This is an optimization exercise on Yosys and OpenROAD, whose aim is small area and a short achievable clock period, not a production implementation.
RTL that was checked went through simulation tests only; none was proved equivalent to the original.

==> run a: inputs <==
Design tdm_mac_top, start of the top module:
module tdm_mac_top (
  input  logic               clk,
  input  logic               rst,
  input  logic               ce,
  input  logic               in_valid,
  input  logic [1:0]         in_ch,
  input  logic [1:0]         mode,
  input  logic signed [17:0] a,
  input  logic signed [17:0] b,
  input  logic signed [17:0] d,
  input  logic [7:0]         acc_len,
  output logic               out_valid,
  output logic [1:0]         out_ch,
  output logic signed [39:0] p,
  output logic               ovf
);
  dsp_tdm_mac u_mac (
    .clk(clk), .rst(rst), .ce(ce), .in_valid(in_valid), .in_ch(in_ch), .mode(mode),
    .a(a), .b(b), .d(d), .acc_len(acc_len),
    .out_valid(out_valid), .out_ch(out_ch), .p(p), .ovf(ovf)
  );
endmodule
==> flow/config.mk <==
export PLATFORM = sky130hd
export DESIGN_NAME = tdm_mac_top
export DESIGN_NICKNAME = tdm_mac_top
export VERILOG_FILES = /design/flow/design.v
export SDC_FILE = /design/flow/constraint.sdc
export NUM_CORES = 4
export LEC_CHECK = 0
export CAP_MARGIN = 20
export CORE_MARGIN = 2
export CORE_UTILIZATION = 40
export SETUP_SLACK_MARGIN = 4.4
export SLEW_MARGIN = 20
==> flow/constraint.sdc <==
create_clock -name core_clock -period 8.2 [get_ports {clk}]
set_input_delay 1.6400 -clock core_clock [delete_from_list [all_inputs] [get_ports {clk}]]
set_output_delay 1.6400 -clock core_clock [all_outputs]
set_load 0.01 [all_outputs]
standard.sh (not shown) runs the stock make flow with config.mk's settings and CLKGATE_MAP_FILE= SYNTH_SCRIPT=/design/flow/synth_recipe.tcl, a recipe that flattens the netlist after the stock synthesis.
==> flow/flow/run.sh <==
#!/bin/bash
# Own flow: the standard layout (standard.sh) with two changes that only
# save cell area:
#  * the input and output ports are buffered with the smallest buffer cell,
#    sky130_fd_sc_hd__buf_1 (the resizer still resizes them where needed);
#  * clock tree synthesis uses sky130_fd_sc_hd__clkbuf_8 with sink clusters of
#    at most 16 flip-flops, and inserts no dummy loads.
# The tool output goes to standard_flow.log here (and ORFS's own logs under
# orfs/logs/).
set -euo pipefail
bash standard.sh \
  "BUFFER_PORTS_ARGS=-buffer_cell sky130_fd_sc_hd__buf_1" \
  "CTS_ARGS=-sink_clustering_enable -repair_clock_nets -dont_use_dummy_load -buf_list sky130_fd_sc_hd__clkbuf_8 -sink_clustering_size 16 -sink_clustering_max_diameter 45" \
  finish > standard_flow.log 2>&1
==> run b: changes against run a <==
--- a/flow/design.v
+++ b/flow/design.v
@@ -14,15 +14,12 @@
   output logic signed [39:0] p,
   output logic               ovf
 );
   localparam int KLO = 8;             
   localparam int KH  = 37 - KLO;
-  logic [18:0] dpb_s, dmb_s, pre_s;
-  assign dpb_s = {d[17], d} + {b[17], b};
-  assign dmb_s = {d[17], d} - {b[17], b};
-  assign pre_s = (dpb_s & {19{mode == 2'd1}}) | (dmb_s & {19{mode == 2'd2}})
-               | ({b[17], b} & {19{!(mode[0] ^ mode[1])}});
+  logic [18:0] pre_s;
+  tdm_mac_pre u_pre (.mode(mode), .b(b), .d(d), .pre(pre_s));
   logic [8:0] one_s, two_s, neg_s;
   logic       m3_s;
   assign m3_s = (mode == 2'd3);
   always_comb begin
     for (int i = 0; i < 9; i++) begin
@@ -96,16 +93,14 @@
       hs2_r   <= hs_s[KH-2:0];
       hc2_r   <= hc_s[KH-2:0];
     end
   end
   logic [KH-1:0] hi_s;
-  assign hi_s = {hs_s[KH-1], hs2_r} + {hc_s[KH-1], hc2_r} + KH'(ci2_r)
-              + (KH'(n8_2_r) << (16 - KLO));
+  tdm_mac_cpa #(.KH(KH), .KLO(KLO)) u_cpa (.hs(hs2_r), .hc(hc2_r), .ci(ci2_r), .n8(n8_2_r), .hi(hi_s));
   logic        v3_r, dump3_r;
   logic [3:0]  oh3_r;                 
   logic [3:0]  sel3_r;                
-  logic [3:0]  sel3h_r;               
   logic [3:0]  oh2_s, az_nxt_s;
   assign oh2_s = 4'b0001 << ch2_r;
   logic [36:0] prod3_r;
   always_ff @(posedge clk) begin
     if (rst) v3_r <= 1'b0;
@@ -114,33 +109,25 @@
   always_ff @(posedge clk) begin
     if (ce) begin
       dump3_r <= dump2_r;
       oh3_r   <= oh2_s;
       sel3_r  <= oh2_s & ~az_nxt_s;
-      sel3h_r <= oh2_s & ~az_nxt_s & {4{v2_r}};    
       prod3_r <= {hi_s, lo2_r};
     end
   end
   logic [39:0] acc_r [4];
   logic [3:0]  az_r;                  
+  logic [3:0]  sat_r;                 
+  logic [3:0]  sgn_r;                 
   logic [3:0]  sticky_r;              
-  logic [39:0] acc_s;
-  logic [40:0] sum_s;
-  logic        ov_s, sticky_s;
-  logic [39:0] res_s;
-  always_comb begin
-    acc_s    = 40'd0;
-    sticky_s = 1'b0;
-    for (int i = 0; i < 4; i++) begin
-      acc_s    = acc_s | (acc_r[i] & {{20{sel3h_r[i]}}, {20{sel3_r[i]}}});
-      sticky_s = sticky_s | (sticky_r[i] & sel3_r[i]);
-    end
-    sum_s = {2'b00, acc_s[38:0]} + {2'b00, prod3_r[36], prod3_r[36], prod3_r};
-    ov_s  = (acc_s[39] ~^ prod3_r[36]) & (acc_s[39] ^ sum_s[39]);
-    res_s = ov_s ? {acc_s[39], {39{!acc_s[39]}}}
-                 : {acc_s[39] ^ prod3_r[36] ^ sum_s[39], sum_s[38:0]};
-  end
+  logic        acc39_s, ov_s, sticky_s;
+  logic [39:0] raw_s;
+  tdm_mac_acc u_acc (
+    .acc0(acc_r[0]), .acc1(acc_r[1]), .acc2(acc_r[2]), .acc3(acc_r[3]),
+    .sel(sel3_r), .sat(sat_r), .sgn(sgn_r), .sticky(sticky_r), .prod(prod3_r),
+    .raw(raw_s), .ov(ov_s), .acc39(acc39_s), .sticky_sel(sticky_s)
+  );
   always_comb begin
     for (int i = 0; i < 4; i++)
       az_nxt_s[i] = (v3_r && oh3_r[i]) ? dump3_r : az_r[i];
   end
   always_ff @(posedge clk) begin
@@ -153,34 +140,103 @@
   end
   always_ff @(posedge clk) begin
     if (ce && v3_r && !rst) begin
       for (int i = 0; i < 4; i++)
         if (oh3_r[i]) begin
-          acc_r[i]    <= res_s;
+          acc_r[i]    <= raw_s;
+          sat_r[i]    <= ov_s;
+          sgn_r[i]    <= acc39_s;
           sticky_r[i] <= sticky_s | ov_s;
         end
     end
   end
-  logic [3:0] ooh_r;                  
-  logic [3:0] oohh_r;                 
+  logic [1:0] och_r;
+  logic [3:0] pos_r;                  
+  logic       pmax_r, pmin_r;         
   always_ff @(posedge clk) begin
     if (rst) out_valid <= 1'b0;
     else if (ce) out_valid <= v3_r && dump3_r;
   end
   always_ff @(posedge clk) begin
     if (ce) begin
-      ooh_r  <= oh3_r;
-      oohh_r <= oh3_r & {4{v3_r && dump3_r}};      
-      ovf   <= sticky_s | ov_s;
+      och_r  <= {oh3_r[3] | oh3_r[2], oh3_r[3] | oh3_r[1]};
+      pos_r  <= oh3_r & {4{!ov_s}};
+      pmax_r <= ov_s & !acc39_s;
+      pmin_r <= ov_s & acc39_s;
+      ovf    <= sticky_s | ov_s;
     end
   end
+  tdm_mac_pmux u_pmux (
+    .acc0(acc_r[0]), .acc1(acc_r[1]), .acc2(acc_r[2]), .acc3(acc_r[3]),
+    .pos(pos_r), .pmax(pmax_r), .pmin(pmin_r), .p(p)
+  );
+  assign out_ch = och_r;
+endmodule
+module tdm_mac_pre (
+  input  logic [1:0]  mode,
+  input  logic [17:0] b,
+  input  logic [17:0] d,
+  output logic [18:0] pre
+);
+  logic [18:0] dpb, dmb;
+  assign dpb = {d[17], d} + {b[17], b};
+  assign dmb = {d[17], d} - {b[17], b};
+  assign pre = (dpb & {19{mode == 2'd1}}) | (dmb & {19{mode == 2'd2}})
+             | ({b[17], b} & {19{!(mode[0] ^ mode[1])}});
+endmodule
+module tdm_mac_cpa #(
+  parameter int KH  = 29,
+  parameter int KLO = 8
+) (
+  input  logic [KH-2:0] hs,
+  input  logic [KH-2:0] hc,
+  input  logic          ci,
+  input  logic          n8,
+  output logic [KH-1:0] hi
+);
+  assign hi = {1'b1, hs} + {1'b0, hc} + KH'(ci) + (KH'(n8) << (16 - KLO));
+endmodule
+module tdm_mac_acc (
+  input  logic [39:0] acc0, acc1, acc2, acc3,
+  input  logic [3:0]  sel,                
+  input  logic [3:0]  sat,
+  input  logic [3:0]  sgn,
+  input  logic [3:0]  sticky,
+  input  logic [36:0] prod,
+  output logic [39:0] raw,                
+  output logic        ov,
+  output logic        acc39,              
+  output logic        sticky_sel
+);
+  logic [3:0]  ns;
+  logic        smax, smin;
+  logic [39:0] acc;
+  logic [40:0] sum;
   always_comb begin
-    p = 40'd0;
-    for (int i = 0; i < 4; i++)
-      p = p | (acc_r[i] & {{20{oohh_r[i]}}, {20{ooh_r[i]}}});
+    ns    = sel & ~sat;
+    smax  = |(sel & sat & ~sgn);
+    smin  = |(sel & sat & sgn);
+    acc   = {smin, {39{smax}}}
+          | (acc0 & {40{ns[0]}}) | (acc1 & {40{ns[1]}})
+          | (acc2 & {40{ns[2]}}) | (acc3 & {40{ns[3]}});
+    sticky_sel = |(sticky & sel);
+    sum   = {2'b00, acc[38:0]} + {2'b00, prod[36], prod[36], prod};
+    ov    = (acc[39] ~^ prod[36]) & (acc[39] ^ sum[39]);
+    raw   = {acc[39] ^ prod[36] ^ sum[39], sum[38:0]};
+    acc39 = acc[39];
   end
-  assign out_ch = {ooh_r[3] | ooh_r[2], ooh_r[3] | ooh_r[1]};
+endmodule
+module tdm_mac_pmux (
+  input  logic [39:0] acc0, acc1, acc2, acc3,
+  input  logic [3:0]  pos,
+  input  logic        pmax,
+  input  logic        pmin,
+  output logic [39:0] p
+);
+  assign p = {pmin, {39{pmax}}}
+           | (acc0 & {40{pos[0]}}) | (acc1 & {40{pos[1]}})
+           | (acc2 & {40{pos[2]}}) | (acc3 & {40{pos[3]}});
 endmodule
 module tdm_mac_mul (
   input  logic [8:0]  one,
   input  logic [8:0]  two,
   input  logic [8:0]  neg,
==> flow/run.sh (new file) <==
#!/bin/bash
# synth_recipe.tcl (not shown) runs the flow's synth.tcl, then flattens the netlist and writes it again
# the make line also repeats each setting of config.mk as NAME=value (left out here)
make -C /OpenROAD-flow-scripts/flow DESIGN_CONFIG=/design/flow/config.mk WORK_HOME=/design/flow/orfs CLKGATE_MAP_FILE= SYNTH_SCRIPT=/design/flow/synth_recipe.tcl finish
Settings changed: SETUP_SLACK_MARGIN 4.4 to 4.3, SYNTH_HIERARCHICAL set to 1.
removed: flow/flow/run.sh
removed: flow/standard.sh
==> run c: changes against run a <==
--- a/flow/design.v
+++ b/flow/design.v
@@ -101,11 +101,10 @@
   assign hi_s = {hs_s[KH-1], hs2_r} + {hc_s[KH-1], hc2_r} + KH'(ci2_r)
               + (KH'(n8_2_r) << (16 - KLO));
   logic        v3_r, dump3_r;
   logic [3:0]  oh3_r;                 
   logic [3:0]  sel3_r;                
-  logic [3:0]  sel3h_r;               
   logic [3:0]  oh2_s, az_nxt_s;
   assign oh2_s = 4'b0001 << ch2_r;
   logic [36:0] prod3_r;
   always_ff @(posedge clk) begin
     if (rst) v3_r <= 1'b0;
@@ -114,11 +113,10 @@
   always_ff @(posedge clk) begin
     if (ce) begin
       dump3_r <= dump2_r;
       oh3_r   <= oh2_s;
       sel3_r  <= oh2_s & ~az_nxt_s;
-      sel3h_r <= oh2_s & ~az_nxt_s & {4{v2_r}};    
       prod3_r <= {hi_s, lo2_r};
     end
   end
   logic [39:0] acc_r [4];
   logic [3:0]  az_r;                  
@@ -129,11 +127,11 @@
   logic [39:0] res_s;
   always_comb begin
     acc_s    = 40'd0;
     sticky_s = 1'b0;
     for (int i = 0; i < 4; i++) begin
-      acc_s    = acc_s | (acc_r[i] & {{20{sel3h_r[i]}}, {20{sel3_r[i]}}});
+      acc_s    = acc_s | (acc_r[i] & {40{sel3_r[i]}});
       sticky_s = sticky_s | (sticky_r[i] & sel3_r[i]);
     end
     sum_s = {2'b00, acc_s[38:0]} + {2'b00, prod3_r[36], prod3_r[36], prod3_r};
     ov_s  = (acc_s[39] ~^ prod3_r[36]) & (acc_s[39] ^ sum_s[39]);
     res_s = ov_s ? {acc_s[39], {39{!acc_s[39]}}}
@@ -159,26 +157,24 @@
           sticky_r[i] <= sticky_s | ov_s;
         end
     end
   end
   logic [3:0] ooh_r;                  
-  logic [3:0] oohh_r;                 
   always_ff @(posedge clk) begin
     if (rst) out_valid <= 1'b0;
     else if (ce) out_valid <= v3_r && dump3_r;
   end
   always_ff @(posedge clk) begin
     if (ce) begin
-      ooh_r  <= oh3_r;
-      oohh_r <= oh3_r & {4{v3_r && dump3_r}};      
+      ooh_r <= oh3_r;
       ovf   <= sticky_s | ov_s;
     end
   end
   always_comb begin
     p = 40'd0;
     for (int i = 0; i < 4; i++)
-      p = p | (acc_r[i] & {{20{oohh_r[i]}}, {20{ooh_r[i]}}});
+      p = p | (acc_r[i] & {40{ooh_r[i]}});
   end
   assign out_ch = {ooh_r[3] | ooh_r[2], ooh_r[3] | ooh_r[1]};
 endmodule
 module tdm_mac_mul (
   input  logic [8:0]  one,
Settings changed: SETUP_SLACK_MARGIN 4.4 to 4.5, TNS_END_PERCENT set to 5.
==> impl_metrics.env <==
export IMPL_status="complete, no violations"
export IMPL_cp_end_kind="register"
export IMPL_synth_compound_area_share_pct=18.4
export IMPL_insertion_delay_ps=690
export IMPL_dpl_cell_count=3326
export IMPL_die_h_um=267
export IMPL_synth_top_cell_area_share_pct=41.3
export IMPL_synthXorXnorAreaFrac_pct=8.56
export IMPL_synth_top_family_by_area="compound AO/OA/AOI/OAI gates"
export IMPL_sequential_cell_total=394
export IMPL_crit_end="u_mac.pre1_r[17]$_DFFE_PP_"
export IMPL_synth_ff_type="edfxtp_1"
export IMPL_clock_buffers=53
(the above is from run a)
==> impl_metrics.env <==
export IMPL_clock_buffers=53
export IMPL_grt_start_max_net_pins=80
export IMPL_die_h_um=273
export IMPL_status="complete, no violations"
export IMPL_power_mw=12.1
export IMPL_dpl_cell_count=3477
export IMPL_via_per_inst=5.73
export IMPL_p_seq_mw=3.50
export IMPL_cts_resized_gates=79
export IMPL_insertion_delay_ps=600
export IMPL_cp_end_kind="primary output"
export IMPL_sequential_cell_total=398
export IMPL_drt_first_pass_iters=10
(the above is from run b)
==> impl_metrics.env <==
export IMPL_final_nets=2952
export IMPL_cp_slowest_cell="edfxtp_1"
export IMPL_synth_top_family_by_area="compound AO/OA/AOI/OAI gates"
export IMPL_synthXorXnorAreaFrac_pct=8.68
export IMPL_clock_buffers=48
export IMPL_cp_end_kind="register"
export IMPL_synth_ff_type="edfxtp_1"
export IMPL_die_h_um=264
export IMPL_synth_top_cell_area_share_pct=41.3
export IMPL_status="complete, no violations"
export IMPL_multi_input_comb_cells=1708
export IMPL_dpl_cell_count=3299
export IMPL_insertion_delay_ps=660
export IMPL_crit_end="u_mac.hc2_r[10]$_DFFE_PP_"
export IMPL_synth_compound_area_share_pct=18.3
(the above is from run c)
Only the layout flow was run in run a and run b; the RTL was not checked for function there.

-- separate check: timing with driven ports --
The flow's constraints put no driver on any port. The routed layouts listed below were extracted and timed again, unchanged, in two steps. Step 1 sets driving cells, clkbuf_16 on the clock port and buf_2 on the other inputs (assumed; they add their load-dependent delay and slew). Step 2 times the ports against the registers' clock, not the clock port: input delays grow and output delays shrink by t, the midpoint of the rising clock arrivals with the driver on. Slacks: ideal / step 1 / step 2; pairs: ideal / step 1.
run | shift t [ns] | setup WS [ns] | worst hold slack (ns) | clock arrival spread, ns | cell pins on the clock port's net
run a | 0.694 | 4.339 / 4.370 / 3.676 | 0.400 / 0.400 / 0.400 | 0.121 / 0.121 | 1
run b | 0.639 | 4.309 / 4.247 / 3.754 | 0.418 / 0.418 / 0.418 | 0.034 / 0.035 | 1
run c | 0.660 | 4.476 / 4.476 / 3.871 | 0.360 / 0.360 / 0.360 | 0.112 / 0.112 | 1
After both steps setup and hold are still met in every run listed. The setup slack of run a, which loses most, moves by +0.031 ns with the drivers and by -0.663 ns with both steps.
